Source: an optimization exercise on an open RTL-to-GDS flow (aim: small area, a short achievable clock period and few clock cycles per item). Production flows keep margins and buffers that such runs may drop.
At most, simulation tests tie the RTL to the original design; equivalence was not proved.
The RTL of run 2 was laid out without a check of its function.
Power is estimated from default activity; no workload was simulated.

===== flow/design.v =====
package vec_cfg_pkg;
  localparam int unsigned ELEN = 32;
  localparam int unsigned VLMAX = 8;
  localparam int unsigned NR_VREGS = 8;
  localparam int unsigned VREG_IDX_W = 3;
  localparam int unsigned VL_W = 4;
  localparam int unsigned RESP_FIFO_DEPTH = 2;
  localparam int unsigned RESP_PTR_W = (RESP_FIFO_DEPTH > 1) ? $clog2(RESP_FIFO_DEPTH) : 1;
  localparam int unsigned RESP_CNT_W = $clog2(RESP_FIFO_DEPTH + 1);
  typedef logic [ELEN-1:0] elem_t;
  typedef logic [VL_W-1:0] vl_t;
  typedef logic [VREG_IDX_W-1:0] vreg_idx_t;
  typedef logic [RESP_PTR_W-1:0] resp_ptr_t;
  typedef logic [RESP_CNT_W-1:0] resp_cnt_t;
endpackage
package vec_isa_pkg;
  typedef enum logic [1:0] {
    KIND_SETVL  = 2'd0,
    KIND_ARITH  = 2'd1,
    KIND_REDSUM = 2'd2,
    KIND_MOVX   = 2'd3
  } insn_kind_e;
  typedef enum logic [2:0] {
    OP_ADD = 3'd0,
    OP_SUB = 3'd1,
    OP_AND = 3'd2,
    OP_OR  = 3'd3,
    OP_XOR = 3'd4,
    OP_MV  = 3'd5
  } alu_op_e;
  typedef struct packed {
    insn_kind_e             kind;
    alu_op_e                op;
    logic [2:0]             vd;
    logic [2:0]             vs1;
    logic [2:0]             vs2;
    logic                   scalar_op;
    logic [16:0]            pad;
  } insn_arith_t;
  typedef struct packed {
    insn_kind_e  kind;
    logic [4:0]  avl;
    logic [24:0] pad;
  } insn_cfg_t;
  typedef union packed {
    insn_arith_t arith;
    insn_cfg_t   cfg;
  } vec_insn_u;
  typedef struct packed {
    vec_insn_u          insn;
    logic [31:0]        rs1;
  } acc_req_t;
  typedef struct packed {
    insn_kind_e             kind;
    alu_op_e                op;
    logic [2:0]             vd;
    logic [2:0]             vs1;
    logic [2:0]             vs2;
    logic                   scalar_op;
    logic [31:0]            scalar;
    logic [3:0]             vl;
  } vec_issue_t;
  typedef struct packed {
    insn_kind_e         kind;
    logic [31:0]        data;
    logic               last;
  } elem_res_t;
  typedef struct packed {
    insn_kind_e         kind;
    logic [31:0]        data;
  } acc_resp_t;
endpackage
module vec_alu (
  input  vec_isa_pkg::alu_op_e op_i,
  input  vec_cfg_pkg::elem_t   a_i,
  input  vec_cfg_pkg::elem_t   b_i,
  output vec_cfg_pkg::elem_t   res_o
);
  logic               sub;
  vec_cfg_pkg::elem_t b_x;
  vec_cfg_pkg::elem_t sum;
  logic [32:0]        sum_x;
  assign sub = (op_i == vec_isa_pkg::OP_SUB);
  assign b_x = b_i ^ {32{sub}};
  assign sum_x = {a_i, 1'b1} + {b_x, sub};
  assign sum   = sum_x[32:1];
  always_comb begin
    case (op_i)
      vec_isa_pkg::OP_ADD: res_o = sum;
      vec_isa_pkg::OP_SUB: res_o = sum;
      vec_isa_pkg::OP_AND: res_o = a_i & b_i;
      vec_isa_pkg::OP_OR:  res_o = a_i | b_i;
      vec_isa_pkg::OP_XOR: res_o = a_i ^ b_i;
      vec_isa_pkg::OP_MV:  res_o = b_i;
      default:             res_o = '0;
    endcase
  end
endmodule
module vec_unit (
  input  logic                   clk_i,
  input  logic                   rst_n_i,
  input  logic [63:0]            acc_req_i,
  input  logic                   acc_req_valid_i,
  output logic                   acc_req_ready_o,
  output logic [33:0]            acc_resp_o,
  output logic                   acc_resp_valid_o,
  input  logic                   acc_resp_ready_i
);
  localparam int unsigned NE   = vec_cfg_pkg::VLMAX;      
  localparam int unsigned NR   = vec_cfg_pkg::NR_VREGS;   
  localparam int unsigned QD   = 4;                       
  logic [1:0]  in_kind;
  logic [2:0]  in_op;
  logic [2:0]  in_vd;
  logic [2:0]  in_vs1;
  logic [2:0]  in_vs2;
  logic        in_sop;
  logic [4:0]  in_avl;
  logic [31:0] in_rs1;
  logic [3:0]  in_new_vl;
  logic        in_setvl;
  logic        in_arith;
  logic        in_movx;
  assign in_kind   = acc_req_i[63:62];
  assign in_op     = acc_req_i[61:59];
  assign in_vd     = acc_req_i[58:56];
  assign in_vs1    = acc_req_i[55:53];
  assign in_vs2    = acc_req_i[52:50];
  assign in_sop    = acc_req_i[49];
  assign in_avl    = acc_req_i[61:57];
  assign in_rs1    = acc_req_i[31:0];
  assign in_new_vl = (in_avl > 5'd8) ? 4'd8 : in_avl[3:0];
  assign in_setvl  = (in_kind == vec_isa_pkg::KIND_SETVL);
  assign in_arith  = (in_kind == vec_isa_pkg::KIND_ARITH);
  assign in_movx   = (in_kind == vec_isa_pkg::KIND_MOVX);
  logic       ready_q;
  logic [2:0] outst_q;    
  logic [2:0] outst_d;
  logic       accept;
  logic       pop;
  assign acc_req_ready_o = ready_q;
  assign accept          = acc_req_valid_i && ready_q;
  assign pop             = acc_resp_valid_o && acc_resp_ready_i;
  assign outst_d         = outst_q + {2'd0, accept} - {2'd0, pop};
  logic [NE-1:0] vl_therm_q;
  logic [NE-1:0] new_therm;
  always_comb begin
    for (int e = 0; e < NE; e++) begin
      new_therm[e] = (4'(e) < in_new_vl);
    end
  end
  always_ff @(posedge clk_i or negedge rst_n_i) begin
    if (!rst_n_i) begin
      ready_q    <= 1'b1;
      outst_q    <= '0;
      vl_therm_q <= '1;
    end else begin
      outst_q <= outst_d;
      ready_q <= (outst_d < 3'(QD));
      if (accept && in_setvl) begin
        vl_therm_q <= new_therm;
      end
    end
  end
  logic          r_valid;
  logic [1:0]    r_kind;
  logic [2:0]    r_op;
  logic          r_sop;        
  logic [NR-1:0] r_sel1;       
  logic [NR-1:0] r_sel2;       
  logic [NR-1:0] r_wsel;       
  logic [NE-1:0] r_mask;       
  logic [31:0]   r_rs1;        
  always_ff @(posedge clk_i or negedge rst_n_i) begin
    if (!rst_n_i) begin
      r_valid <= 1'b0;
      r_wsel  <= '0;
    end else begin
      r_valid <= accept;
      for (int r = 0; r < NR; r++) begin
        r_wsel[r] <= accept && in_arith && (in_vd == 3'(r));
      end
    end
  end
  always_ff @(posedge clk_i) begin
    r_kind <= in_kind;
    r_op   <= in_op;
    r_sop  <= in_sop;
    for (int r = 0; r < NR; r++) begin
      r_sel1[r] <= in_arith && !in_sop && (in_vs1 == 3'(r));
      r_sel2[r] <= !in_setvl && (in_vs2 == 3'(r));
    end
    if (in_movx) begin
      r_mask <= {{(NE-1){1'b0}}, 1'b1};
    end else begin
      r_mask <= vl_therm_q;
    end
    if (in_setvl) begin
      r_rs1 <= {28'd0, in_new_vl};
    end else if (in_movx) begin
      r_rs1 <= '0;
    end else begin
      r_rs1 <= in_rs1;
    end
  end
  vec_cfg_pkg::elem_t [NR-1:0][NE-1:0] rf_q;
  logic [NR-1:0][NE-1:0]               rf_vld_q;
  vec_cfg_pkg::elem_t [NE-1:0] rd1;    
  vec_cfg_pkg::elem_t [NE-1:0] rd2;    
  vec_cfg_pkg::elem_t [NE-1:0] opb;
  vec_cfg_pkg::elem_t [NE-1:0] res;
  logic [NR-1:0][NE-1:0]       g1;
  logic [NR-1:0][NE-1:0]       g2;
  logic [NR-1:0][NE-1:0]       we;
  always_comb begin
    for (int e = 0; e < NE; e++) begin
      rd1[e] = '0;
      rd2[e] = '0;
      for (int r = 0; r < NR; r++) begin
        g1[r][e] = r_sel1[r] && rf_vld_q[r][e];
        g2[r][e] = r_sel2[r] && rf_vld_q[r][e] && r_mask[e];
        we[r][e] = r_wsel[r] && r_mask[e];
        rd1[e]   = rd1[e] | (rf_q[r][e] & {32{g1[r][e]}});
        rd2[e]   = rd2[e] | (rf_q[r][e] & {32{g2[r][e]}});
      end
      opb[e] = rd1[e] | (r_rs1 & {32{r_sop}});
    end
  end
  for (genvar e = 0; e < NE; e++) begin : gen_lane
    vec_alu i_alu (
      .op_i  (vec_isa_pkg::alu_op_e'(r_op)),
      .a_i   (rd2[e]),
      .b_i   (opb[e]),
      .res_o (res[e])
    );
  end
  always_ff @(posedge clk_i or negedge rst_n_i) begin
    if (!rst_n_i) begin
      rf_vld_q <= '0;
    end else begin
      for (int r = 0; r < NR; r++) begin
        for (int e = 0; e < NE; e++) begin
          if (we[r][e]) begin
            rf_vld_q[r][e] <= 1'b1;
          end
        end
      end
    end
  end
  always_ff @(posedge clk_i) begin
    for (int r = 0; r < NR; r++) begin
      for (int e = 0; e < NE; e++) begin
        if (we[r][e]) begin
          rf_q[r][e] <= res[e];
        end
      end
    end
  end
  function automatic logic [63:0] csa(input logic [31:0] x, input logic [31:0] y,
                                      input logic [31:0] z);
    logic [31:0] s;
    logic [31:0] c;
    s = x ^ y ^ z;
    c = (x & y) | (x & z) | (y & z);
    csa = {c[30:0], 1'b0, s};
  endfunction
  logic [63:0] l1a, l1b, l1c, l2a, l2b, l3a, l4a;
  assign l1a = csa(rd2[0], rd2[1], rd2[2]);
  assign l1b = csa(rd2[3], rd2[4], rd2[5]);
  assign l1c = csa(rd2[6], rd2[7], r_rs1);
  assign l2a = csa(l1a[31:0], l1a[63:32], l1b[31:0]);
  assign l2b = csa(l1b[63:32], l1c[31:0], l1c[63:32]);
  assign l3a = csa(l2a[31:0], l2a[63:32], l2b[31:0]);
  assign l4a = csa(l3a[31:0], l3a[63:32], l2b[63:32]);
  logic        e2_valid;
  logic [1:0]  e2_kind;
  logic [31:0] e2_s;
  logic [31:0] e2_c;
  logic [33:0] e2_resp;
  always_ff @(posedge clk_i or negedge rst_n_i) begin
    if (!rst_n_i) begin
      e2_valid <= 1'b0;
    end else begin
      e2_valid <= r_valid;
    end
  end
  always_ff @(posedge clk_i) begin
    e2_kind <= r_kind;
    e2_s    <= l4a[31:0];
    e2_c    <= l4a[63:32];
  end
  assign e2_resp[33:32] = e2_kind;
  assign e2_resp[31:0]  = (e2_kind == vec_isa_pkg::KIND_ARITH) ? 32'd0 :
                          (e2_s + e2_c);
  logic [QD-1:0][33:0] q_q;
  logic [QD:0]         q_vld;    
  logic [QD-1:0]       q_vld_q;
  logic [QD:0]         q_prev;   
  assign q_vld            = {1'b0, q_vld_q};
  assign q_prev           = {q_vld_q, 1'b1};
  assign acc_resp_o       = q_q[0];
  assign acc_resp_valid_o = q_vld_q[0];
  always_ff @(posedge clk_i or negedge rst_n_i) begin
    if (!rst_n_i) begin
      q_vld_q <= '0;
    end else begin
      for (int i = 0; i < QD; i++) begin
        if (pop) begin
          q_vld_q[i] <= q_vld[i+1] || (e2_valid && q_vld[i]);
        end else begin
          q_vld_q[i] <= q_vld[i] || (e2_valid && q_prev[i]);
        end
      end
    end
  end
  always_ff @(posedge clk_i) begin
    for (int i = 0; i < QD; i++) begin
      if (pop) begin
        if (i + 1 < QD && q_vld[i+1]) begin
          q_q[i] <= q_q[(i+1) % QD];
        end else begin
          q_q[i] <= e2_resp;
        end
      end else if (!q_vld[i]) begin
        q_q[i] <= e2_resp;
      end
    end
  end
endmodule

===== flow/run.sh =====
#!/bin/bash
# synth_recipe.tcl (not shown) runs the flow's synth.tcl, then flattens the netlist and writes it again
# the make line also repeats each setting of config.mk as NAME=value (left out here)
make -C /OpenROAD-flow-scripts/flow DESIGN_CONFIG=/design/flow/config.mk WORK_HOME=/design/flow/orfs CLKGATE_MAP_FILE= SYNTH_SCRIPT=/design/flow/synth_recipe.tcl finish

===== flow/config.mk =====
export PLATFORM = sky130hd
export DESIGN_NAME = vec_unit
export DESIGN_NICKNAME = vec_unit
export VERILOG_FILES = /design/flow/design.v
export SDC_FILE = /design/flow/constraint.sdc
export NUM_CORES = 4
export LEC_CHECK = 0
export CAP_MARGIN = 20
export CORE_MARGIN = 2
export CORE_UTILIZATION = 40
export SLEW_MARGIN = 20

===== flow/constraint.sdc =====
create_clock -name core_clock -period 11.0 [get_ports {clk_i}]
set_input_delay 2.2000 -clock core_clock [delete_from_list [all_inputs] [get_ports {clk_i}]]
set_output_delay 2.2000 -clock core_clock [all_outputs]
set_load 0.01 [all_outputs]

==> flow_metrics.env, run 1 <==
export IMPL_cp_arrival_ps=8090
export IMPL_rsz0062_at_grt="no"
export IMPL_rows=214
export IMPL_status="timing/DRC/antenna clean"
export IMPL_drive_gt1_share_pct=7.93
export IMPL_die_x_um=587
export IMPL_r2r_start="r_mask[5]$_SDFF_PP0_"
export IMPL_die_h_um=587
export IMPL_ant_nets=0
export IMPL_place_area_um2=142000
export IMPL_io_pins=104
export IMPL_r2r_end="rf_q[1471]$_DFFE_PP_"
export IMPL_p_leak_nw=59.5
export IMPL_drt_total_wl_um=541000
export IMPL_root_buffer="clkbuf_16"
export IMPL_finalSetupTns_ps=0
export IMPL_dominantRegCellSynth="edfxtp_1"
export IMPL_dr_total_vias=109000
export IMPL_report_final_slew_viol_count=0
export IMPL_ir_drop_v=0.000144
export IMPL_highest_layer="met5"
export IMPL_yosysUniqueCellTypes=95
export IMPL_drt_iter0_markers=16100
export IMPL_layoutNonFillerInstCount=16500
export IMPL_globalplace_congestion=0.974
export IMPL_tritoncts="built"
export IMPL_synth_seq_cells=2400
export IMPL_reg2regPathDepth=20
export IMPL_power_density_nw_per_um2=172
export IMPL_hold_start="r_kind[1]$_DFF_P_"
export IMPL_fmax_mhz=135
export IMPL_grt_pass1_vias=103000
export IMPL_synth_seq_area_share_pct=50.9
export IMPL_hold_viol=0
export IMPL_synth_area_um2=136000
export IMPL_cts_sinks=2400
export IMPL_placement_io_buffers=86
export IMPL_syn_area_per_cell_um2=11.5
export IMPL_syn_inst=11900
export IMPL_relSlewSlack_pct=10.6
export IMPL_fin_worst_skew_ps=90.1
export IMPL_place_inst=15900
export IMPL_grt_pass1_wl_um=748000
export IMPL_postCtsSetupBuffers=0
export IMPL_holdPathEnd="e2_kind[1]$_DFF_P_"
export IMPL_cts_buffer_depth=4
export IMPL_ff2ff_setup_slack_ps=3570
export IMPL_grt_use_total_pct=30.0
export IMPL_crit_path_start_kind="flop"
export IMPL_drv_cap=0
export IMPL_area_growth_pct=11.0
export IMPL_ctsResizeCount=0
export IMPL_antenna_found_initial=54
export IMPL_worst_slew_pin_slew_ps=1340
export IMPL_post_route_period_util_pct=67.5
export IMPL_syn_nets=12900
export IMPL_grt_max_degree=121
export IMPL_grt_overflow=0
export IMPL_design_area_um2=151000
export IMPL_h_tree_depth=5
export IMPL_remaining_drc_errors=0
export IMPL_synth_enable_flop_cells=2082
export IMPL_clkTransAtPathRegs_ps=60
export IMPL_drt_vias_per_instance=6.59
export IMPL_drt_first_pass_iters=7
export IMPL_numCtsBuffers=282
export IMPL_insertion_delay_ps=960
export IMPL_layout_nets=12700
export IMPL_dp_final_hpwl_um=323000
export IMPL_crit_type="flop to flop"
export IMPL_dr_wl_met2_um=232000
export IMPL_wl_met3_um=73100
export IMPL_fin_crit_ps=7430
export IMPL_setup_violations=0
export IMPL_cp_required_ps=11660
export IMPL_crit_path_end_kind="flop"
export IMPL_yosysWarnings=2
export IMPL_fin_util_pct=44.6
export IMPL_start_util_pct=40.1
export IMPL_holdPathStages=0
export IMPL_wl_per_cell_um=32.7
export IMPL_hold_path_class="flop to flop"
export IMPL_hold_buffers=0
export IMPL_coreArea_um2=339000
export IMPL_die_area_um2=345000
export IMPL_path_max_fanout=27
export IMPL_synthArstFlopShare_pct=3.75
export IMPL_wl_met1_um=195000
[routing by layer]
layer  vias up  global-route usage (%)
met5         -                       0
met4        26                    20.7
met3      1874                    9.78
met2      8417                    44.5
met1     53800                    37.0
li1      44800                       -
[synthesized netlist by cell type (16+ instances only)]
master	instances	share of area, %
a2111o_1	32	0.26
a211oi_1	313	1.7
a21o_1	129	0.71
a21oi_1	606	2.2
a221oi_1	23	0.15
a222oi_1	53	0.39
a22o_1	1131	7.3
a22oi_1	641	3.5
a31oi_1	28	0.13
and2_0	22	0.10
and2_1	184	0.85
and3_1	125	0.57
and4_1	16	0.10
buf_1	121	0.33
buf_4	35	0.19
clkbuf_1	704	1.9
dfrtp_1	81	1.5
dfxtp_1	228	3.4
edfxtp_1	2082	46
fa_1	212	3.1
ha_1	792	7.3
inv_1	987	2.7
mux2i_1	184	1.4
nand2_1	537	1.5
nand2b_1	60	0.28
nand3_1	306	1.1
nand4_1	83	0.38
nor2_1	304	0.84
nor2b_1	54	0.25
nor3_1	56	0.21
nor4_1	30	0.14
o211ai_1	74	0.41
o21a_1	34	0.19
o21ai_0	369	1.4
o21bai_1	27	0.15
o221ai_1	127	0.82
o22ai_1	51	0.23
o31a_1	16	0.10
o31ai_1	21	0.12
or2_2	76	0.35
or3_1	21	0.096
or4_1	206	1.1
xnor2_1	410	2.6
xor2_1	108	0.69
[report_power, final]
| group | internal [mW] | switching (mW) |
|---|---|---|
| Combinational | 1.86 | 3.82 |
| Clock | 5.36 | 3.94 |
| Sequential | 10.7 | 0.375 |
| Total | 17.9 | 8.13 |
[cell usage in the layout (no fill, tap or decap), types with 55 or more instances in the layout]
cell type and instances:
nor3_1 55, a21o_1 129, a22oi_1 641, xnor2_1 410
and2_1 115, buf_4 294, diode_2 100, or2_2 75
nor2_1 301, o221ai_1 127, nand2_1 535, a22o_1 1131
a21oi_1 606, o21ai_0 369, clkbuf_1 60, nand4_1 83
nand2b_1 58, mux2i_1 184, fa_1 212, nand3_1 306
a211oi_1 313, and3_1 125, dfrtp_1 78, ha_1 791
dfxtp_1 224, o211ai_1 74, edfxtp_1 2082, inv_1 987
clkdlybuf4s50_1 85, clkbuf_16 289, or4_1 206, xor2_1 108
and2_2 89
[critical path, cell delays in order, from the launching register on]
cell and delay (ps):
dfxtp_1 930, and3_1 1010, buf_4 520, a22o_1 190, a221oi_1 50, and3_1 250
inv_1 350, ha_1 370, nand4_1 200, nor2_1 70, a211o_1 310, nand2b_1 80
a21oi_1 60, a311o_1 350, a21oi_1 390, o211ai_1 260, a221oi_1 550, o211ai_1 240
o21ai_1 350, xnor2_1 120, o221ai_1 490
[cells by family (layout without fill, tap and decap cells)]
family,Yosys count,count (layout),synth area share [%]
simple gates,2121,2121,8.16
other cells,0,100,0
flops,2400,2400,50.9
mux,193,193,1.43
compound gates,3780,3780,20.5
buf+inv,1852,1879,5.21
fa+ha+maj,1004,1004,10.4
xor+xnor,519,519,3.35
[stage by stage]
step	power (mW)	hold WS, ps	setup slack, ps
final	26.0	326	3570
after global placement	16.5	311	3900
after CTS	25.9	323	3890
after detailed placement	16.7	312	3880
after global routing	26.9	347	3450
after floorplan	14.6	310	5510
[worst max path at each step]
stage                    startpoint                   end  slack, ps  depth (start not counted)
2_1_floorplan       r_op[1]$_DFF_P_  rf_q[1112]$_DFFE_PP_       5510                         21
3_3_place_gp   r_mask[5]$_SDFF_PP0_  rf_q[1983]$_DFFE_PP_       3900                         20
3_5_place_dp   r_mask[5]$_SDFF_PP0_  rf_q[1471]$_DFFE_PP_       3880                         20
4_1_cts        r_mask[5]$_SDFF_PP0_  rf_q[1471]$_DFFE_PP_       3890                         20
5_1_grt        r_mask[5]$_SDFF_PP0_   rf_q[191]$_DFFE_PP_       3450                         20
6_report       r_mask[5]$_SDFF_PP0_  rf_q[1471]$_DFFE_PP_       3570                         20
[final cells by class]
type | count | area (µm²)
clock inverter | 140 | 1420
fill | 30600 | 188000
sequential | 2400 | 69400
tap | 4536 | 5680
antenna | 100 | 250
multi-input combinational | 7617 | 59900
timing repair buffer | 385 | 3180
clock buffer | 366 | 7680
inverter | 988 | 3710
[sequential cells by signal (all words and copies together) (netlist names)]
name and flops:
e2_c 30, e2_kind 2, e2_s 32, e2_valid 1, outst_q 3, q_q 136, q_vld_q 4, r_kind 2
r_mask 8, r_op 3, r_rs1 32, r_sel1 8, r_sel2 8, r_sop 1, r_valid 1, r_wsel 8
ready_q 1, rf_q 2048, rf_vld_q 64, vl_therm_q 8
Testbench counts, summed over its fixed seeds: cycles 3,224, insns 3,200.
==> run 2, diff against run 1 <==
--- a/flow/design.v
+++ b/flow/design.v
@@ -72,28 +72,45 @@
 endpackage
 module vec_alu (
-  input  vec_isa_pkg::alu_op_e op_i,
+  input  logic                 sub_i,
+  input  logic                 sum_i,
+  input  logic                 and_i,
+  input  logic                 or_i,
+  input  logic                 xor_i,
+  input  logic                 mv_i,
   input  vec_cfg_pkg::elem_t   a_i,
   input  vec_cfg_pkg::elem_t   b_i,
   output vec_cfg_pkg::elem_t   res_o
 );
-  logic               sub;
-  vec_cfg_pkg::elem_t b_x;
-  vec_cfg_pkg::elem_t sum;
-  logic [32:0]        sum_x;
-  assign sub = (op_i == vec_isa_pkg::OP_SUB);
-  assign b_x = b_i ^ {32{sub}};
-  assign sum_x = {a_i, 1'b1} + {b_x, sub};
-  assign sum   = sum_x[32:1];
+  vec_cfg_pkg::elem_t       b_x;
+  vec_cfg_pkg::elem_t       p0;
+  vec_cfg_pkg::elem_t [5:0] gg;
+  vec_cfg_pkg::elem_t [5:0] pp;
+  vec_cfg_pkg::elem_t       cin;
+  vec_cfg_pkg::elem_t       sum;
+  assign b_x = b_i ^ {32{sub_i}};
+  assign p0  = a_i ^ b_x;
   always_comb begin
-    case (op_i)
-      vec_isa_pkg::OP_ADD: res_o = sum;
-      vec_isa_pkg::OP_SUB: res_o = sum;
-      vec_isa_pkg::OP_AND: res_o = a_i & b_i;
-      vec_isa_pkg::OP_OR:  res_o = a_i | b_i;
-      vec_isa_pkg::OP_XOR: res_o = a_i ^ b_i;
-      vec_isa_pkg::OP_MV:  res_o = b_i;
-      default:             res_o = '0;
-    endcase
+    gg[0]    = a_i & b_x;
+    gg[0][0] = gg[0][0] | (p0[0] & sub_i);
+    pp[0]    = p0;
+    for (int k = 1; k < 6; k++) begin
+      for (int i = 0; i < 32; i++) begin
+        if (i >= (1 << (k - 1))) begin
+          gg[k][i] = gg[k-1][i] | (pp[k-1][i] & gg[k-1][i - (1 << (k - 1))]);
+          pp[k][i] = pp[k-1][i] & pp[k-1][i - (1 << (k - 1))];
+        end else begin
+          gg[k][i] = gg[k-1][i];
+          pp[k][i] = pp[k-1][i];
+        end
+      end
+    end
   end
+  assign cin = {gg[5][30:0], sub_i};
+  assign sum = p0 ^ cin;
+  assign res_o = (sum & {32{sum_i}}) |
+                 (gg[0] & {32{and_i}}) |
+                 ((p0 | gg[0]) & {32{or_i}}) |
+                 (p0 & {32{xor_i}}) |
+                 (b_i & {32{mv_i}});
 endmodule
 module vec_unit (
@@ -109,5 +126,5 @@
   localparam int unsigned NE   = vec_cfg_pkg::VLMAX;      
   localparam int unsigned NR   = vec_cfg_pkg::NR_VREGS;   
-  localparam int unsigned QD   = 4;                       
+  localparam int unsigned QD   = 5;                       
   logic [1:0]  in_kind;
   logic [2:0]  in_op;
@@ -165,6 +182,12 @@
   logic          r_valid;
   logic [1:0]    r_kind;
-  logic [2:0]    r_op;
-  logic          r_sop;        
+  logic [NE-1:0] in_lane_on;   
+  logic [NE-1:0] r_sub;
+  logic [NE-1:0] r_sum;
+  logic [NE-1:0] r_and;
+  logic [NE-1:0] r_or;
+  logic [NE-1:0] r_xor;
+  logic [NE-1:0] r_mv;
+  logic [NE-1:0] r_binc;       
   logic [NR-1:0] r_sel1;       
   logic [NR-1:0] r_sel2;       
@@ -172,4 +195,5 @@
   logic [NE-1:0] r_mask;       
   logic [31:0]   r_rs1;        
+  assign in_lane_on = in_arith ? vl_therm_q : '0;
   always_ff @(posedge clk_i or negedge rst_n_i) begin
     if (!rst_n_i) begin
@@ -185,6 +209,14 @@
   always_ff @(posedge clk_i) begin
     r_kind <= in_kind;
-    r_op   <= in_op;
-    r_sop  <= in_sop;
+    for (int e = 0; e < NE; e++) begin
+      r_sub[e]  <= in_lane_on[e] && (in_op == vec_isa_pkg::OP_SUB);
+      r_sum[e]  <= in_lane_on[e] && ((in_op == vec_isa_pkg::OP_ADD) ||
+                                     (in_op == vec_isa_pkg::OP_SUB));
+      r_and[e]  <= in_lane_on[e] && (in_op == vec_isa_pkg::OP_AND);
+      r_or[e]   <= in_lane_on[e] && (in_op == vec_isa_pkg::OP_OR);
+      r_xor[e]  <= in_lane_on[e] && (in_op == vec_isa_pkg::OP_XOR);
+      r_mv[e]   <= in_lane_on[e] && (in_op == vec_isa_pkg::OP_MV);
+      r_binc[e] <= (in_lane_on[e] && in_sop) || (e == 0 && !in_arith);
+    end
     for (int r = 0; r < NR; r++) begin
       r_sel1[r] <= in_arith && !in_sop && (in_vs1 == 3'(r));
@@ -206,30 +238,74 @@
   vec_cfg_pkg::elem_t [NR-1:0][NE-1:0] rf_q;
   logic [NR-1:0][NE-1:0]               rf_vld_q;
-  vec_cfg_pkg::elem_t [NE-1:0] rd1;    
-  vec_cfg_pkg::elem_t [NE-1:0] rd2;    
-  vec_cfg_pkg::elem_t [NE-1:0] opb;
-  vec_cfg_pkg::elem_t [NE-1:0] res;
+  logic                        x_valid;
+  logic [1:0]                  x_kind;
+  vec_cfg_pkg::elem_t [NE-1:0] x_a;      
+  vec_cfg_pkg::elem_t [NE-1:0] x_b;      
+  logic [NE-1:0]               x_sub;
+  logic [NE-1:0]               x_sum;
+  logic [NE-1:0]               x_and;
+  logic [NE-1:0]               x_or;
+  logic [NE-1:0]               x_xor;
+  logic [NE-1:0]               x_mv;
+  logic [NR-1:0][NE-1:0]       x_we;     
+  vec_cfg_pkg::elem_t [NE-1:0] res;      
+  vec_cfg_pkg::elem_t [NE-1:0] rd1;
+  vec_cfg_pkg::elem_t [NE-1:0] rd2;
   logic [NR-1:0][NE-1:0]       g1;
   logic [NR-1:0][NE-1:0]       g2;
-  logic [NR-1:0][NE-1:0]       we;
+  logic [NE-1:0]               f1;       
+  logic [NE-1:0]               f2;       
   always_comb begin
     for (int e = 0; e < NE; e++) begin
-      rd1[e] = '0;
-      rd2[e] = '0;
+      f1[e] = 1'b0;
+      f2[e] = 1'b0;
+      for (int r = 0; r < NR; r++) begin
+        g1[r][e] = r_sel1[r] && rf_vld_q[r][e] && !x_we[r][e];
+        g2[r][e] = r_sel2[r] && rf_vld_q[r][e] && !x_we[r][e] && r_mask[e];
+        f1[e]    = f1[e] || (r_sel1[r] && x_we[r][e]);
+        f2[e]    = f2[e] || (r_sel2[r] && x_we[r][e] && r_mask[e]);
+      end
+      rd1[e] = (res[e] & {32{f1[e]}}) | (r_rs1 & {32{r_binc[e]}});
+      rd2[e] = (res[e] & {32{f2[e]}});
+      for (int r = 0; r < NR; r++) begin
+        rd1[e] = rd1[e] | (rf_q[r][e] & {32{g1[r][e]}});
+        rd2[e] = rd2[e] | (rf_q[r][e] & {32{g2[r][e]}});
+      end
+    end
+  end
+  always_ff @(posedge clk_i or negedge rst_n_i) begin
+    if (!rst_n_i) begin
+      x_valid <= 1'b0;
+      x_we    <= '0;
+    end else begin
+      x_valid <= r_valid;
       for (int r = 0; r < NR; r++) begin
-        g1[r][e] = r_sel1[r] && rf_vld_q[r][e];
-        g2[r][e] = r_sel2[r] && rf_vld_q[r][e] && r_mask[e];
-        we[r][e] = r_wsel[r] && r_mask[e];
-        rd1[e]   = rd1[e] | (rf_q[r][e] & {32{g1[r][e]}});
-        rd2[e]   = rd2[e] | (rf_q[r][e] & {32{g2[r][e]}});
+        for (int e = 0; e < NE; e++) begin
+          x_we[r][e] <= r_wsel[r] && r_mask[e];
+        end
       end
-      opb[e] = rd1[e] | (r_rs1 & {32{r_sop}});
     end
   end
+  always_ff @(posedge clk_i) begin
+    x_kind <= r_kind;
+    x_a    <= rd2;
+    x_b    <= rd1;
+    x_sub  <= r_sub;
+    x_sum  <= r_sum;
+    x_and  <= r_and;
+    x_or   <= r_or;
+    x_xor  <= r_xor;
+    x_mv   <= r_mv;
+  end
   for (genvar e = 0; e < NE; e++) begin : gen_lane
     vec_alu i_alu (
-      .op_i  (vec_isa_pkg::alu_op_e'(r_op)),
-      .a_i   (rd2[e]),
-      .b_i   (opb[e]),
+      .sub_i (x_sub[e]),
+      .sum_i (x_sum[e]),
+      .and_i (x_and[e]),
+      .or_i  (x_or[e]),
+      .xor_i (x_xor[e]),
+      .mv_i  (x_mv[e]),
+      .a_i   (x_a[e]),
+      .b_i   (x_b[e]),
       .res_o (res[e])
     );
@@ -241,5 +317,5 @@
       for (int r = 0; r < NR; r++) begin
         for (int e = 0; e < NE; e++) begin
-          if (we[r][e]) begin
+          if (x_we[r][e]) begin
             rf_vld_q[r][e] <= 1'b1;
           end
@@ -251,5 +327,5 @@
     for (int r = 0; r < NR; r++) begin
       for (int e = 0; e < NE; e++) begin
-        if (we[r][e]) begin
+        if (x_we[r][e]) begin
           rf_q[r][e] <= res[e];
         end
@@ -266,7 +342,7 @@
   endfunction
   logic [63:0] l1a, l1b, l1c, l2a, l2b, l3a, l4a;
-  assign l1a = csa(rd2[0], rd2[1], rd2[2]);
-  assign l1b = csa(rd2[3], rd2[4], rd2[5]);
-  assign l1c = csa(rd2[6], rd2[7], r_rs1);
+  assign l1a = csa(x_a[0], x_a[1], x_a[2]);
+  assign l1b = csa(x_a[3], x_a[4], x_a[5]);
+  assign l1c = csa(x_a[6], x_a[7], x_b[0]);
   assign l2a = csa(l1a[31:0], l1a[63:32], l1b[31:0]);
   assign l2b = csa(l1b[63:32], l1c[31:0], l1c[63:32]);
@@ -282,9 +358,9 @@
       e2_valid <= 1'b0;
     end else begin
-      e2_valid <= r_valid;
+      e2_valid <= x_valid;
     end
   end
   always_ff @(posedge clk_i) begin
-    e2_kind <= r_kind;
+    e2_kind <= x_kind;
     e2_s    <= l4a[31:0];
     e2_c    <= l4a[63:32];
==> flow/flow/run.sh (new file) <==
#!/bin/bash
# Standard layout with a larger setup-repair margin, so that timing repair
# works toward a shorter period than the 11 ns constraint asks for.
bash standard.sh SETUP_SLACK_MARGIN=7.3 finish > standard.log 2>&1
==> flow/standard.sh (new file) <==
#!/bin/bash
# synth_recipe.tcl (not shown) runs the flow's synth.tcl, then flattens the netlist and writes it again
# the make line also repeats each setting of config.mk as NAME=value (left out here)
make -C /OpenROAD-flow-scripts/flow DESIGN_CONFIG=/design/flow/config.mk WORK_HOME=/design/flow/orfs CLKGATE_MAP_FILE= SYNTH_SCRIPT=/design/flow/synth_recipe.tcl "${@:-finish}"
removed: flow/run.sh
==> run 2 against run 1 <==
  * Fmax is 97% higher
  * Still clean on timing, DRC and antenna
  * Largest power group unchanged
  * Non-clock buffer count rose by 145
  * Synthesized cell count is 7.8% higher
  * Clock power increased by 26%
  * Power up 18%
  * Wire length increased by 7.2%
  * Area after synthesis rose by 10%
  * Cell count increased by 9.1%
==> flow_metrics.env, run 2 <==
export IMPL_fmax_mhz=266
export IMPL_crit_path_start_kind="flop"
export IMPL_dr_total_vias=118000
export IMPL_io_pins=104
export IMPL_drt_total_wl_um=580000
export IMPL_tritoncts="built"
export IMPL_largest_reg_flops=2048
export IMPL_grt_pass1_wl_um=804000
export IMPL_drt_first_pass_iters=11
export IMPL_syn_nets=13600
export IMPL_synth_seq_area_share_pct=55.9
export IMPL_globalplace_congestion=0.971
export IMPL_syn_inst=12800
export IMPL_power_density_nw_per_um2=179
export IMPL_fill_cells=33600
export IMPL_path_delay_family="flip-flops"
export IMPL_wl_per_cell_um=32.1
export IMPL_cp_arrival_ps=1560
export IMPL_multiInputGateArea_um2=61300
export IMPL_cts_buffer_depth=4
export IMPL_ant_nets=0
export IMPL_dominantRegCellSynth="edfxtp_1"
export IMPL_cp_cell_sequence="buf_6"
export IMPL_yosysTopAreaCellShare_pct=41.6
export IMPL_antenna_found_initial=47
export IMPL_layout_commonest_cell="edfxtp_1"
export IMPL_yosysWarnings=2
export IMPL_regMostFlops="rf_q"
export IMPL_synth_enable_flop_cells=2082
export IMPL_p_leak_nw=62.3
export IMPL_rows=225
export IMPL_hold_viol=0
export IMPL_cp_slowest_stage_delay_ps=540
export IMPL_grt_use_total_pct=29.1
export IMPL_hold_buffers=0
export IMPL_dp_final_hpwl_um=336000
export IMPL_crit_path_end_kind="primary output"
export IMPL_area_growth_pct=14.2
export IMPL_synth_top_area_cell="edfxtp_1"
export IMPL_top_regs="rf_q x2048, x_a x256, x_b x256"
export IMPL_hold_path_class="flop to flop"
export IMPL_path_max_fanout=2
export IMPL_drive_gt1_share_pct=13.0
export IMPL_placement_io_buffers=86
export IMPL_synth_seq_cells=3114
export IMPL_synth_most_common_cell="edfxtp_1"
export IMPL_layout_nets=13500
export IMPL_relSlewSlack_pct=14.4
export IMPL_remaining_drc_errors=0
export IMPL_drt_vias_per_instance=6.54
export IMPL_synth_area_top_cells="edfxtp_1 (42%), dfxtp_1 (12%), a22oi_1 (5.3%)"
export IMPL_die_area_um2=380000
export IMPL_report_final_slew_viol_count=0
export IMPL_place_inst=17200
export IMPL_drv_cap=0
export IMPL_start_util_pct=40.1
export IMPL_setup_violations=0
export IMPL_critPathBufInv=1
export IMPL_insertion_delay_ps=960
export IMPL_crit_type="flop to primary output"
export IMPL_h_tree_depth=5
export IMPL_status="timing/DRC/antenna clean"
export IMPL_yosysUniqueCellTypes=99
export IMPL_die_x_um=617
export IMPL_rsz0062_at_grt="yes"
export IMPL_cts_sinks=3114
export IMPL_synth_area_um2=150000
export IMPL_synthTopCellsByCount="edfxtp_1 (2,082), a22oi_1 (1,058), inv_1 (999)"
export IMPL_grt_pass1_vias=111000
export IMPL_drt_iter0_markers=18900
export IMPL_layoutNonFillerInstCount=18000
export IMPL_worst_slew_pin_slew_ps=1280
export IMPL_coreArea_um2=375000
export IMPL_die_h_um=617
export IMPL_root_buffer="clkbuf_16"
export IMPL_fin_worst_skew_ps=39.8
export IMPL_synthArstFlopShare_pct=5.01
export IMPL_ir_drop_v=0.000173
export IMPL_post_route_period_util_pct=34.2
export IMPL_clkTransAtPathRegs_ps=60
export IMPL_syn_area_per_cell_um2=11.7
export IMPL_seq_area_um2=84200
export IMPL_grt_overflow=0
export IMPL_fin_crit_ps=3760
export IMPL_cp_required_ps=8800
export IMPL_crit_slowest_cell="dfstp_2"
export IMPL_final_cell_mix="edfxtp_1 (2,082), a22oi_1 (1,057), inv_1 (969)"
export IMPL_finalSetupTns_ps=0
export IMPL_numCtsBuffers=330
export IMPL_grt_max_degree=67
run 2: changes by cell type after synthesis, moves of 242 or more:
cell | previous run | this run
a22oi_1 | 641 | 1058
a211oi_1 | 313 | 71
a221oi_1 | 23 | 602
xnor2_1 | 410 | 140
a22o_1 | 1131 | 404
dfxtp_1 | 228 | 876
ha_1 | 792 | 533
run 2: worst register-to-register path: cells and delay by family (launching register included):
family,cells,cell delay (ps)
flops,1,360
simple gates,1,360
xor+xnor,2,280
compound gates,7,1580
fa+ha+maj,1,340
buf+inv,4,550
run 2: path summary, 6_finish.rpt:
kind                       slack [ps]         startpoint  cells after the start              endpoint
setup / recovery                 7240  ready_q$_DFF_PN1_                      1       acc_req_ready_o
max in group asynchronous        8380            rst_n_i                      2    x_we[17]$_DFF_PN0_
hold / removal                    330   r_and[2]$_DFF_P_                      0      x_and[2]$_DFF_P_
setup reg to reg                 7260   x_sub[1]$_DFF_P_                     15  rf_q[1594]$_DFFE_PP_
min in group asynchronous        1230            rst_n_i                      1     x_valid$_DFF_PN0_
hold reg to reg                   330   r_and[2]$_DFF_P_                      0      x_and[2]$_DFF_P_
run 2: cell type report:
class	count	area share, %
Antenna cell	76	0.111
Clock buffer	448	5.46
Clock inverter	165	1.11
Inverter	999	2.19
Multi-Input combinational cell	7708	35.7
Sequential cell	3114	49.1
Tap cell	4994	3.64
Timing Repair Buffer	530	2.66
run 2: cell families after synthesis:
family,after synthesis,synth area share (%)
fa+ha+maj,755,7.40
simple gates,2054,6.87
compound gates,4380,21.7
xor+xnor,476,2.78
flops,3114,55.9
buf+inv,1975,5.04
mux,39,0.274
run 2: routing by layer:
layer	up-vias	routed length, µm	track usage [%]
li1	49200	-	-
met1	58100	216000	36.8
met2	8847	244000	42.1
met3	1766	80500	10.1
met4	22	38700	18.9
met5	-	378	0.227
run 2: where the power goes:
group / total (mW) / switching [mW] / leakage (nW) / internal (mW)
clock network: 11.7 / 4.85 / 5.50 / 6.80
logic: 5.04 / 3.27 / 30.3 / 1.77
registers: 14.0 / 0.681 / 26.5 / 13.3
total: 30.7 / 8.80 / 62.3 / 21.9
run 2: repair_timing:
item                                     CTS  global route
buffers inserted                          57            65
endpoints found under the setup margin  1550          1051
gates resized for setup                  392           332
pin swaps                                 55           110
gates cloned                              12             2
hold endpoints to repair                   0             0
run 2: metrics by stage:
stage                     instance area (µm²)  power [mW]  hold slack [ps]  setup WS, ps  util (%)
final                                  171000        30.7              325          7240      45.8
after global routing                   171000        31.7              328          7150      45.7
after CTS                              169000        30.5              324          7180      45.1
after detailed placement               156000        19.0              312          5630      41.7
after global placement                 156000        19.0              310          5680      41.7
after floorplan                        150000        17.2              310          7190         -
==> run 3, diff against run 2 <==
--- a/flow/design.v
+++ b/flow/design.v
@@ -237,5 +237,5 @@
   end
   vec_cfg_pkg::elem_t [NR-1:0][NE-1:0] rf_q;
-  logic [NR-1:0][NE-1:0]               rf_vld_q;
+  logic [NR-1:0]                       rf_vld_q;
   logic                        x_valid;
   logic [1:0]                  x_kind;
@@ -248,4 +248,6 @@
   logic [NE-1:0]               x_xor;
   logic [NE-1:0]               x_mv;
+  logic [NR-1:0]               x_wsel;   
+  logic [NE-1:0]               x_mask;
   logic [NR-1:0][NE-1:0]       x_we;     
   vec_cfg_pkg::elem_t [NE-1:0] res;      
@@ -261,6 +263,6 @@
       f2[e] = 1'b0;
       for (int r = 0; r < NR; r++) begin
-        g1[r][e] = r_sel1[r] && rf_vld_q[r][e] && !x_we[r][e];
-        g2[r][e] = r_sel2[r] && rf_vld_q[r][e] && !x_we[r][e] && r_mask[e];
+        g1[r][e] = r_sel1[r] && rf_vld_q[r] && !x_we[r][e];
+        g2[r][e] = r_sel2[r] && rf_vld_q[r] && !x_we[r][e] && r_mask[e];
         f1[e]    = f1[e] || (r_sel1[r] && x_we[r][e]);
         f2[e]    = f2[e] || (r_sel2[r] && x_we[r][e] && r_mask[e]);
@@ -277,11 +279,14 @@
     if (!rst_n_i) begin
       x_valid <= 1'b0;
-      x_we    <= '0;
+      x_wsel  <= '0;
     end else begin
       x_valid <= r_valid;
-      for (int r = 0; r < NR; r++) begin
-        for (int e = 0; e < NE; e++) begin
-          x_we[r][e] <= r_wsel[r] && r_mask[e];
-        end
+      x_wsel  <= r_wsel;
+    end
+  end
+  always_comb begin
+    for (int r = 0; r < NR; r++) begin
+      for (int e = 0; e < NE; e++) begin
+        x_we[r][e] = x_wsel[r] && (x_mask[e] || !rf_vld_q[r]);
       end
     end
@@ -289,4 +294,5 @@
   always_ff @(posedge clk_i) begin
     x_kind <= r_kind;
+    x_mask <= r_mask;
     x_a    <= rd2;
     x_b    <= rd1;
@@ -316,8 +322,6 @@
     end else begin
       for (int r = 0; r < NR; r++) begin
-        for (int e = 0; e < NE; e++) begin
-          if (x_we[r][e]) begin
-            rf_vld_q[r][e] <= 1'b1;
-          end
+        if (x_wsel[r]) begin
+          rf_vld_q[r] <= 1'b1;
         end
       end
==> run 3 against run 2 <==
  * Core utilization rose by 1.1 points
  * First-iteration DRC count fell by 0.24%
  * Sequential cell count fell by 104
  * Clock power fell by 5%
  * Critical path type unchanged
  * Largest power group unchanged
==> flow_metrics.env, run 3 <==
export IMPL_largest_reg_flops=2048
export IMPL_globalplace_congestion=1.01
export IMPL_cp_cell_sequence="buf_6"
export IMPL_yosysWarnings=2
export IMPL_die_x_um=608
export IMPL_ant_nets=0
export IMPL_synth_area_top_cells="edfxtp_1 (43%), dfxtp_1 (12%), a22oi_1 (5.7%)"
export IMPL_cp_slowest_stage_delay_ps=640
export IMPL_fin_worst_skew_ps=64.1
export IMPL_yosysTopAreaCellShare_pct=42.8
export IMPL_regMostFlops="rf_q"
export IMPL_crit_slowest_cell="dfstp_4"
export IMPL_grt_pass1_vias=110000
export IMPL_antenna_found_initial=41
export IMPL_drt_vias_per_instance=6.51
export IMPL_drive_gt1_share_pct=14.9
export IMPL_io_pins=104
export IMPL_synth_seq_cells=3010
export IMPL_cp_required_ps=8800
export IMPL_syn_area_per_cell_um2=11.6
export IMPL_synth_seq_area_share_pct=55.7
export IMPL_grt_max_degree=68
export IMPL_cts_buffer_depth=4
export IMPL_insertion_delay_ps=1000
export IMPL_path_delay_family="flip-flops"
export IMPL_top_regs="rf_q x2048, x_a x256, x_b x256"
export IMPL_grt_use_met3_pct=8.61
export IMPL_coreArea_um2=363000
export IMPL_hold_viol=0
export IMPL_layout_nets=13500
export IMPL_ir_drop_v=0.000148
export IMPL_area_growth_pct=16.4
export IMPL_die_area_um2=370000
export IMPL_layout_commonest_cell="edfxtp_1"
export IMPL_yosysUniqueCellTypes=89
export IMPL_grt_use_total_pct=29.0
export IMPL_p_leak_nw=63.4
export IMPL_cts_sinks=3010
export IMPL_status="timing/DRC/antenna clean"
export IMPL_rsz0062_at_grt="yes"
export IMPL_dominantRegCellSynth="edfxtp_1"
export IMPL_setup_violations=0
export IMPL_syn_inst=12600
export IMPL_fmax_mhz=256
export IMPL_final_cell_mix="edfxtp_1 (2,082), a22oi_1 (1,101), inv_1 (1,012)"
export IMPL_relSlewSlack_pct=15.5
export IMPL_clkTransAtPathRegs_ps=60
export IMPL_synth_enable_flop_cells=2082
export IMPL_rows=221
export IMPL_synth_area_um2=146000
export IMPL_placement_io_buffers=86
export IMPL_root_buffer="clkbuf_16"
export IMPL_crit_path_start_kind="flop"
export IMPL_use_met1_pct=37.1
export IMPL_tritoncts="built"
export IMPL_report_final_slew_viol_count=0
export IMPL_drt_first_pass_iters=10
export IMPL_die_h_um=608
export IMPL_critPathBufInv=1
export IMPL_drt_total_wl_um=562000
export IMPL_crit_path_end_kind="primary output"
export IMPL_power_density_nw_per_um2=191
export IMPL_synth_most_common_cell="edfxtp_1"
export IMPL_drt_iter0_markers=18900
export IMPL_path_max_fanout=2
export IMPL_hold_path_class="flop to flop"
export IMPL_place_inst=16900
export IMPL_start_util_pct=40.2
export IMPL_remaining_drc_errors=0
export IMPL_grt_pass1_wl_um=786000
export IMPL_layoutNonFillerInstCount=17800
export IMPL_post_route_period_util_pct=35.6
export IMPL_crit_type="flop to primary output"
export IMPL_h_tree_depth=5
export IMPL_dp_final_hpwl_um=323000
export IMPL_busiest_layer="met2"
export IMPL_worst_slew_pin_slew_ps=1270
export IMPL_numCtsBuffers=330
export IMPL_syn_nets=13400
export IMPL_cp_arrival_ps=1710
export IMPL_finalSetupTns_ps=0
export IMPL_grt_met2_usage_pct=42.7
export IMPL_drv_cap=0
export IMPL_grt_overflow=0
export IMPL_fin_crit_ps=3910
export IMPL_synth_top_area_cell="edfxtp_1"
export IMPL_synthArstFlopShare_pct=1.46
export IMPL_synthTopCellsByCount="edfxtp_1 (2,082), a22oi_1 (1,102), inv_1 (1,096)"
export IMPL_dr_total_vias=116000
export IMPL_wl_per_cell_um=31.6
==> run 3: cell count changes after synthesis, sizes merged, moves of 82 or more <==
cell,before,now
a221oi,602,467
a22o,404,486
clkbuf,848,701
dfrtp,147,35
inv,999,1096
nand2,759,623
nand4,162,33
nor2,296,602
==> run 3: per-stage QoR <==
step | total power, mW | hold WS, ps | cell area (µm²) | setup slack [ps] | utilization [%]
2_1_floorplan | 18.1 | 310 | 146000 | 7200 | -
3_3_place_gp | 20.7 | 311 | 153000 | 5830 | 42.3
3_5_place_dp | 20.9 | 312 | 153000 | 5810 | 42.3
4_1_cts | 32.0 | 324 | 167000 | 7070 | 46.0
5_1_grt | 33.7 | 316 | 170000 | 7070 | 46.8
6_report | 32.5 | 322 | 170000 | 7090 | 46.8
==> run 3: worst register-to-register path: cells and delay by family (launching register included) <==
family / cells / cell delay (ps)
compound gates: 8 / 1800
xor+xnor: 1 / 140
fa+ha+maj: 1 / 370
buf+inv: 4 / 500
flops: 1 / 400
mux: 1 / 160
simple gates: 1 / 210
==> run 3: final timing paths <==
check / from / end / slack (ps) / depth (start not counted)
min reg2reg: r_xor[3]$_DFF_P_ / x_xor[3]$_DFF_P_ / 320 / 0
max in group asynchronous: rst_n_i / rf_vld_q[4]$_DFFE_PN0P_ / 9060 / 2
max reg2reg: x_sub[1]$_DFF_P_ / rf_q[574]$_DFFE_PP_ / 7170 / 16
min: r_xor[3]$_DFF_P_ / x_xor[3]$_DFF_P_ / 320 / 0
min in group asynchronous: rst_n_i / q_vld_q[0]$_DFF_PN0_ / 1320 / 2
max: ready_q$_DFF_PN1_ / acc_req_ready_o / 7090 / 1
==> run 3: power by group <==
part	internal (mW)	switching, mW
Clock	6.44	4.71
Sequential	13.1	1.25
Combinational	2.57	4.42
==> run 3: cell type report <==
| type | count | area, µm² |
|---|---|---|
| fillers | 32300 | 193000 |
| flip-flops and latches | 3010 | 81500 |
| multi-input cells | 7659 | 62500 |
| clock buffers | 468 | 9400 |
| well taps | 4794 | 6000 |
| repair buffers | 564 | 4980 |
| inverters | 1098 | 4140 |
| clock inverters | 148 | 1440 |
| diodes | 41 | 103 |
==> run 3: logic make-up (layout without fill, tap and decap cells) <==
| kind of cell | after synthesis | count (layout) | synth area share, % |
|---|---|---|---|
| xor gates and xnor gates | 484 | 484 | 2.90 |
| adders and majority gates | 755 | 755 | 7.61 |
| muxes | 33 | 33 | 0.236 |
| other | 0 | 41 | 0 |
| DFF | 3010 | 3010 | 55.7 |
| and+or+nand+nor | 1873 | 1875 | 5.68 |
| buffers and inverters | 1937 | 2278 | 5.07 |
| AOI/OAI and AO/OA | 4512 | 4512 | 22.8 |
==> run 3: routing by layer <==
metal / part of all wire, % / wire length (µm) / vias up
li1: - / - / 48500
met1: 37 / 209000 / 57100
met2: 42 / 239000 / 8495
met3: 13 / 74300 / 1656
met4: 7.0 / 39400 / 32
met5: 0.045 / 252 / -
==> run 3: repair_timing <==
action,4_1_cts,5_1_grt
hold buffers,0,0
cloned,15,2
endpoints found under the setup margin,1844,1155
pin swaps,103,167
gates resized for setup,548,418
setup buffers,88,82
Testbench counts of run 3, summed over its fixed seeds: cycles 3,232, insns 3,200.
==> run 4, diff against run 3 <==
--- a/flow/design.v
+++ b/flow/design.v
@@ -74,8 +74,6 @@
   input  logic                 sub_i,
   input  logic                 sum_i,
-  input  logic                 and_i,
-  input  logic                 or_i,
-  input  logic                 xor_i,
-  input  logic                 mv_i,
+  input  logic                 p_i,
+  input  logic                 g_i,
   input  vec_cfg_pkg::elem_t   a_i,
   input  vec_cfg_pkg::elem_t   b_i,
@@ -109,8 +107,6 @@
   assign sum = p0 ^ cin;
   assign res_o = (sum & {32{sum_i}}) |
-                 (gg[0] & {32{and_i}}) |
-                 ((p0 | gg[0]) & {32{or_i}}) |
-                 (p0 & {32{xor_i}}) |
-                 (b_i & {32{mv_i}});
+                 (p0 & {32{p_i}}) |
+                 (gg[0] & {32{g_i}});
 endmodule
 module vec_unit (
@@ -185,8 +181,6 @@
   logic [NE-1:0] r_sub;
   logic [NE-1:0] r_sum;
-  logic [NE-1:0] r_and;
-  logic [NE-1:0] r_or;
-  logic [NE-1:0] r_xor;
-  logic [NE-1:0] r_mv;
+  logic [NE-1:0] r_p;
+  logic [NE-1:0] r_g;
   logic [NE-1:0] r_binc;       
   logic [NR-1:0] r_sel1;       
@@ -212,14 +206,16 @@
       r_sub[e]  <= in_lane_on[e] && (in_op == vec_isa_pkg::OP_SUB);
       r_sum[e]  <= in_lane_on[e] && ((in_op == vec_isa_pkg::OP_ADD) ||
-                                     (in_op == vec_isa_pkg::OP_SUB));
-      r_and[e]  <= in_lane_on[e] && (in_op == vec_isa_pkg::OP_AND);
-      r_or[e]   <= in_lane_on[e] && (in_op == vec_isa_pkg::OP_OR);
-      r_xor[e]  <= in_lane_on[e] && (in_op == vec_isa_pkg::OP_XOR);
-      r_mv[e]   <= in_lane_on[e] && (in_op == vec_isa_pkg::OP_MV);
+                                     (in_op == vec_isa_pkg::OP_SUB) ||
+                                     (in_op == vec_isa_pkg::OP_MV));
+      r_p[e]    <= in_lane_on[e] && ((in_op == vec_isa_pkg::OP_OR) ||
+                                     (in_op == vec_isa_pkg::OP_XOR));
+      r_g[e]    <= in_lane_on[e] && ((in_op == vec_isa_pkg::OP_AND) ||
+                                     (in_op == vec_isa_pkg::OP_OR));
       r_binc[e] <= (in_lane_on[e] && in_sop) || (e == 0 && !in_arith);
     end
     for (int r = 0; r < NR; r++) begin
       r_sel1[r] <= in_arith && !in_sop && (in_vs1 == 3'(r));
-      r_sel2[r] <= !in_setvl && (in_vs2 == 3'(r));
+      r_sel2[r] <= !in_setvl && !(in_arith && in_op == vec_isa_pkg::OP_MV) &&
+                   (in_vs2 == 3'(r));
     end
     if (in_movx) begin
@@ -244,8 +240,6 @@
   logic [NE-1:0]               x_sub;
   logic [NE-1:0]               x_sum;
-  logic [NE-1:0]               x_and;
-  logic [NE-1:0]               x_or;
-  logic [NE-1:0]               x_xor;
-  logic [NE-1:0]               x_mv;
+  logic [NE-1:0]               x_p;
+  logic [NE-1:0]               x_g;
   logic [NR-1:0]               x_wsel;   
   logic [NE-1:0]               x_mask;
@@ -299,8 +293,6 @@
     x_sub  <= r_sub;
     x_sum  <= r_sum;
-    x_and  <= r_and;
-    x_or   <= r_or;
-    x_xor  <= r_xor;
-    x_mv   <= r_mv;
+    x_p    <= r_p;
+    x_g    <= r_g;
   end
   for (genvar e = 0; e < NE; e++) begin : gen_lane
@@ -308,8 +300,6 @@
       .sub_i (x_sub[e]),
       .sum_i (x_sum[e]),
-      .and_i (x_and[e]),
-      .or_i  (x_or[e]),
-      .xor_i (x_xor[e]),
-      .mv_i  (x_mv[e]),
+      .p_i   (x_p[e]),
+      .g_i   (x_g[e]),
       .a_i   (x_a[e]),
       .b_i   (x_b[e]),
--- a/flow/config.mk
+++ b/flow/config.mk
@@ -9,3 +9,5 @@
 export CORE_MARGIN = 2
 export CORE_UTILIZATION = 40
+export CTS_CLUSTER_DIAMETER = 120
+export CTS_CLUSTER_SIZE = 24
 export SLEW_MARGIN = 20
==> run 4 against run 3 <==
  * Register-to-register slack got worse by 90 ps
  * Sequential share of layout area grew 3.8 points
  * Setup slack got worse by 8.6 ps
  * Critical path type is now flop to flop
  * Largest cell class unchanged
==> flow_metrics.env, run 4 <==
export IMPL_grt_pass1_wl_um=754000
export IMPL_setup_violations=0
export IMPL_root_buffer="clkbuf_16"
export IMPL_crit_type="flop to flop"
export IMPL_drive_gt1_share_pct=14.7
export IMPL_synth_most_common_cell="edfxtp_1"
export IMPL_synth_enable_flop_cells=2082
export IMPL_finalSetupTns_ps=0
export IMPL_seq_area_um2=80800
export IMPL_h_tree_depth=4
export IMPL_cp_cell_sequence="buf_12, clkbuf_16, xor2_4, inv_2, fa_2, nor2b_4, o31ai_4, a21oi_4, a41oi_4, o311ai_4, a31oi_4, nor4_4, o31ai_2, a31o_2, a221oi_4, inv_2"
export IMPL_fin_worst_skew_ps=75.0
export IMPL_critPathBufInv=4
export IMPL_grt_pass1_vias=105000
export IMPL_start_util_pct=40.2
export IMPL_cp_arrival_ps=4580
export IMPL_place_area_um2=145000
export IMPL_remaining_drc_errors=0
export IMPL_fill_cells=30300
export IMPL_cts_sinks=2978
export IMPL_drt_iter0_markers=20500
export IMPL_fmax_mhz=255
export IMPL_synthTopCellsByCount="edfxtp_1 (2,082), a22oi_1 (1,013), dfxtp_1 (852)"
export IMPL_path_delay_family="compound AO/OA/AOI/OAI gates"
export IMPL_drt_vias_per_instance=6.86
export IMPL_cp_slowest_stage_delay_ps=400
export IMPL_worst_slew_pin_slew_ps=1310
export IMPL_synth_seq_area_share_pct=58.4
export IMPL_report_final_slew_viol_count=0
export IMPL_io_pins=104
export IMPL_drt_first_pass_iters=15
export IMPL_crit_path_start_kind="flop"
export IMPL_ant_nets=0
export IMPL_crit_path_end_kind="flop"
export IMPL_drv_cap=0
export IMPL_globalplace_congestion=0.973
export IMPL_rows=215
export IMPL_cts_buffer_depth=4
export IMPL_die_h_um=592
export IMPL_numCtsBuffers=147
export IMPL_finalPower_mw=25.6
export IMPL_synthArstFlopShare_pct=1.48
export IMPL_dp_final_hpwl_um=307000
export IMPL_dominantRegCellSynth="edfxtp_1"
export IMPL_syn_nets=11800
export IMPL_coreArea_um2=344000
export IMPL_layout_commonest_cell="edfxtp_1"
export IMPL_fin_hold_ws_ps=332
export IMPL_syn_area_per_cell_um2=12.3
export IMPL_placement_io_buffers=86
export IMPL_synth_area_top_cells="edfxtp_1 (45%), dfxtp_1 (12%), a22oi_1 (5.5%)"
export IMPL_tritoncts="built"
export IMPL_final_cell_mix="edfxtp_1 (2,082), a22oi_1 (1,012), dfxtp_1 (796)"
export IMPL_power_density_nw_per_um2=164
export IMPL_fin_util_pct=45.5
export IMPL_layout_nets=11900
export IMPL_dr_total_vias=110000
export IMPL_hold_buffers=0
export IMPL_fin_crit_ps=3920
export IMPL_grt_max_degree=84
export IMPL_ir_drop_v=0.000182
export IMPL_cp_required_ps=11660
export IMPL_grt_use_total_pct=29.8
export IMPL_drt_total_wl_um=547000
export IMPL_yosysTopAreaCellShare_pct=45.2
export IMPL_insertion_delay_ps=930
export IMPL_path_max_fanout=8
export IMPL_rsz0062_at_grt="yes"
export IMPL_synth_top_area_cell="edfxtp_1"
export IMPL_die_area_um2=350000
export IMPL_post_route_period_util_pct=35.7
export IMPL_status="timing/DRC/antenna clean"
export IMPL_relSlewSlack_pct=12.6
export IMPL_antenna_found_initial=44
export IMPL_top_regs="rf_q x2048, x_a x256, x_b x256"
export IMPL_syn_inst=11200
export IMPL_die_x_um=592
export IMPL_p_leak_nw=56.4
export IMPL_synth_seq_cells=2978
export IMPL_synth_area_um2=138000
export IMPL_clkTransAtPathRegs_ps=110
export IMPL_grt_overflow=0
export IMPL_area_growth_pct=13.0
export IMPL_yosysWarnings=2
export IMPL_design_area_um2=156000
export IMPL_largest_reg_flops=2048
export IMPL_wl_per_cell_um=34.1
export IMPL_crit_path_frequent_cell="inv_2"
export IMPL_regMostFlops="rf_q"
export IMPL_yosysUniqueCellTypes=109
export IMPL_hold_path_class="flop to flop"
export IMPL_multiInputGateArea_um2=56200
export IMPL_crit_slowest_cell="dfxtp_4"
export IMPL_hold_viol=0
==> run 4: path summary, 6_finish.rpt <==
path	start	endpoint	slack, ps	cells past startpoint
max	x_sub[0]$_DFF_P_	rf_q[30]$_DFFE_PP_	7080	16
min	r_sub[3]$_DFF_P_	x_sub[3]$_DFF_P_	330	0
max reg2reg	x_sub[0]$_DFF_P_	rf_q[30]$_DFFE_PP_	7080	16
min reg2reg	r_sub[3]$_DFF_P_	x_sub[3]$_DFF_P_	330	0
max in group asynchronous	rst_n_i	rf_vld_q[5]$_DFFE_PN0P_	9030	2
min in group asynchronous	rst_n_i	q_vld_q[1]$_DFF_PN0_	1360	2
==> run 4: layout make-up <==
type | count | share of cell area (%)
well taps | 4557 | 3.65
multi-input cells | 6778 | 36.0
repair buffers | 744 | 4.17
clock buffers | 251 | 2.65
flip-flops and latches | 2978 | 51.7
clock inverters | 11 | 0.102
inverters | 636 | 1.56
diodes | 72 | 0.115
==> run 4: power breakdown <==
group / switching, mW / leakage (nW) / total [mW] / internal [mW]
logic: 3.58 / 28.6 / 5.62 / 2.05
clock network: 3.70 / 2.04 / 6.32 / 2.62
registers: 0.884 / 25.8 / 13.7 / 12.8
==> run 4: timing repair <==
| item | 4_1_cts | 5_1_grt |
|---|---|---|
| gates cloned | 12 | 6 |
| gates resized for setup | 438 | 476 |
| endpoints found under the setup margin | 1735 | 1215 |
| buffers inserted | 187 | 183 |
| pin swaps | 152 | 262 |
==> run 4: cell families after synthesis <==
group                      after synthesis  synth area share (%)
xor gates and xnor gates               470                  2.98
buffers and inverters                 1440                  4.01
AOI/OAI and AO/OA                     4091                  22.7
and+or+nand+nor                       1614                  5.33
muxes                                   37                 0.279
DFF                                   2978                  58.4
adders and majority gates              563                  6.30
==> run 4: per-layer routing <==
layer | up-vias | track usage, % | part of all wire, %
met2 | 9199 | 43.3 | 42
li1 | 44400 | - | -
met1 | 54400 | 36.9 | 36
met5 | - | 0.108 | 0.020
met4 | 10 | 19.4 | 7.2
met3 | 1948 | 11.3 | 15
==> run 4: per-stage QoR <==
stage,std cells,setup WS (ps)
floorplan,11200,7180
finish,16000,7080
global route,16000,7010
detailed placement,15300,5580
global placement,15300,5670
CTS,15800,7070
Testbench counts of run 4, summed over its fixed seeds: cycles 3,232, insns 3,200.
==> run 5, diff against run 4 <==
--- a/flow/design.v
+++ b/flow/design.v
@@ -77,8 +77,7 @@
   input  logic                 g_i,
   input  vec_cfg_pkg::elem_t   a_i,
-  input  vec_cfg_pkg::elem_t   b_i,
+  input  vec_cfg_pkg::elem_t   b_x_i,
   output vec_cfg_pkg::elem_t   res_o
 );
-  vec_cfg_pkg::elem_t       b_x;
   vec_cfg_pkg::elem_t       p0;
   vec_cfg_pkg::elem_t [5:0] gg;
@@ -86,8 +85,7 @@
   vec_cfg_pkg::elem_t       cin;
   vec_cfg_pkg::elem_t       sum;
-  assign b_x = b_i ^ {32{sub_i}};
-  assign p0  = a_i ^ b_x;
+  assign p0  = a_i ^ b_x_i;
   always_comb begin
-    gg[0]    = a_i & b_x;
+    gg[0]    = a_i & b_x_i;
     gg[0][0] = gg[0][0] | (p0[0] & sub_i);
     pp[0]    = p0;
@@ -290,5 +288,7 @@
     x_mask <= r_mask;
     x_a    <= rd2;
-    x_b    <= rd1;
+    for (int e = 0; e < NE; e++) begin
+      x_b[e] <= rd1[e] ^ {32{r_sub[e]}};
+    end
     x_sub  <= r_sub;
     x_sum  <= r_sum;
@@ -303,5 +303,5 @@
       .g_i   (x_g[e]),
       .a_i   (x_a[e]),
-      .b_i   (x_b[e]),
+      .b_x_i (x_b[e]),
       .res_o (res[e])
     );
==> run 5 against run 4 <==
  * Still clean
  * Register-to-register slack better by 110 ps
  * Core utilization is 1.5 points lower
  * Synthesized cell count is 2.2% lower
  * Cell count is 3.1% lower
  * Sequential cell count stayed put
  * Setup slack better by 110 ps
  * Clock skew is 5.3 ps lower
  * Design area is 3.5% lower
  * Count of clock-buffer cells in the layout is 4 higher
  * Highest routed layer unchanged
==> flow_metrics.env, run 5 <==
export IMPL_crit_slowest_cell="dfxtp_1"
export IMPL_synth_seq_area_share_pct=58.7
export IMPL_fin_worst_skew_ps=69.7
export IMPL_top_regs="rf_q x2048, x_a x256, x_b x256"
export IMPL_dominantRegCellSynth="edfxtp_1"
export IMPL_status="timing/DRC/antenna clean"
export IMPL_drt_vias_per_instance=7.01
export IMPL_fmax_mhz=263
export IMPL_io_pins=104
export IMPL_globalplace_congestion=0.952
export IMPL_ant_nets=0
export IMPL_synth_area_um2=138000
export IMPL_synthTopCellsByCount="edfxtp_1 (2,082), a22oi_1 (1,039), dfxtp_1 (852)"
export IMPL_layout_nets=11400
export IMPL_synth_enable_flop_cells=2082
export IMPL_rsz0062_at_grt="yes"
export IMPL_finalSetupTns_ps=0
export IMPL_multiInputGateArea_um2=53900
export IMPL_syn_area_per_cell_um2=12.6
export IMPL_ir_drop_v=0.000129
export IMPL_cp_arrival_ps=4550
export IMPL_synth_most_common_cell="edfxtp_1"
export IMPL_coreArea_um2=343000
export IMPL_cp_required_ps=11740
export IMPL_clkTransAtPathRegs_ps=110
export IMPL_drive_gt1_share_pct=10.1
export IMPL_crit_path_frequent_cell="buf_4"
export IMPL_remaining_drc_errors=0
export IMPL_r2r_start="r_sel1[4]$_DFF_P_"
export IMPL_largest_reg_flops=2048
export IMPL_numCtsBuffers=146
export IMPL_place_area_um2=145000
export IMPL_ff2ff_setup_slack_ps=7190
export IMPL_crit_path_start_kind="flop"
export IMPL_placement_io_buffers=86
export IMPL_grt_pass1_vias=103000
export IMPL_final_cell_mix="edfxtp_1 (2,082), a22oi_1 (1,039), dfxtp_1 (780)"
export IMPL_hold_viol=0
export IMPL_synthArstFlopShare_pct=1.48
export IMPL_path_max_fanout=32
export IMPL_drt_first_pass_iters=13
export IMPL_fin_hold_ws_ps=322
export IMPL_grt_use_total_pct=29.4
export IMPL_drt_total_wl_um=537000
export IMPL_seq_area_um2=80800
export IMPL_hold_start="r_p[4]$_DFF_P_"
export IMPL_wl_per_cell_um=34.6
export IMPL_holdPathEnd="x_p[4]$_DFF_P_"
export IMPL_fin_crit_ps=3810
==> run 5: cell count changes in the layout (fill, tap and decap cells not counted), sizes merged, moves of 56 or more <==
| cell | delta |
|---|---|
| inv | -80 |
| buf | -262 |
| nand3 | -179 |
| o21ai | -171 |
| a21o | +73 |
| o2111ai | +108 |
| xor2 | -56 |
| nor2 | -125 |
==> run 5: cell families (layout without fill, tap and decap cells) <==
family                   count (synthesis)  after routing  synth area share [%]
AND/OR/NAND/NOR                       1502           1503                  5.23
buffers and inverters                 1348           1283                  3.78
multiplexers                            38             38                 0.287
AO/OA/AOI/OAI                         4138           4142                  23.3
adder cells (fa/ha/maj)                523            523                  6.01
other                                    0             88                     0
XOR/XNOR                               423            423                  2.69
flip-flops                            2978           2978                  58.7
==> run 5: worst reg2reg max path: cells and delay by family (launching register included) <==
family	cells	cell delay, ps
AND/OR/NAND/NOR	5	1290
flip-flops	1	870
buffers and inverters	2	970
AO/OA/AOI/OAI	2	370
XOR/XNOR	1	140
==> run 5: through the flow <==
step / power [mW] / worst slack, ps / instances
floorplan: 16.8 / 7200 / 11000
finish: 25.3 / 7190 / 15500
global placement: 18.8 / 5940 / 15100
detailed placement: 19.0 / 5860 / 15100
global route: 26.2 / 7150 / 15500
CTS: 25.1 / 7190 / 15400
==> run 5: power by group <==
group	total [mW]	leakage, nW	switching, mW	internal [mW]
logic	5.30	25.7	3.51	1.80
clock network	6.29	2.03	3.66	2.63
registers	13.7	27.0	0.871	12.8
==> run 5: timing repair <==
action                                  in CTS  in global routing
buffers inserted                            41                 55
endpoints found under the setup margin    1016                896
cloned                                       4                  2
resized for setup                          292                104
pin swaps                                   61                 79
==> run 5: routing by layer <==
layer	share of wire, %	global-route usage (%)	vias up
met5	0.083	0.506	-
met4	6.5	18.2	26
met3	15	10.9	1989
met2	42	42.4	9595
met1	36	37.3	53600
li1	-	-	43700
==> run 5: cell type report <==
type,instances,share of cell area (%)
Sequential cell,2978,53.6
Multi-Input combinational cell,6629,35.8
Tap cell,4557,3.78
Clock buffer,255,2.77
Timing Repair Buffer,471,2.41
Inverter,549,1.39
Antenna cell,88,0.146
Clock inverter,7,0.0507
Timing Repair inverter,1,0.00581
==> run 5: how the worst max path moves through the flow <==
stage                      startpoint                end  slack (ps)  cells past startpoint
finish              r_sel1[4]$_DFF_P_    x_b[63]$_DFF_P_        7190                     10
global route         x_a[224]$_DFF_P_   x_a[254]$_DFF_P_        7150                     13
CTS                 ready_q$_DFF_PN1_    acc_req_ready_o        7190                      1
detailed placement   acc_resp_ready_i  ready_q$_DFF_PN1_        5860                      8
global placement     acc_resp_ready_i  ready_q$_DFF_PN1_        5940                      8
floorplan            acc_resp_ready_i  ready_q$_DFF_PN1_        7200                     10
Testbench counts of run 5, summed over its fixed seeds: cycles 3,232, insns 3,200.

Re-timed with assumed drivers on the ports (clkbuf_16 on the clock, buf_2 on other inputs), run 5 has 7.122 ns of setup slack against 7.191 ns with ideal ports, and 6.472 ns once port delays also move by the mid clock arrival of 1.016 ns.
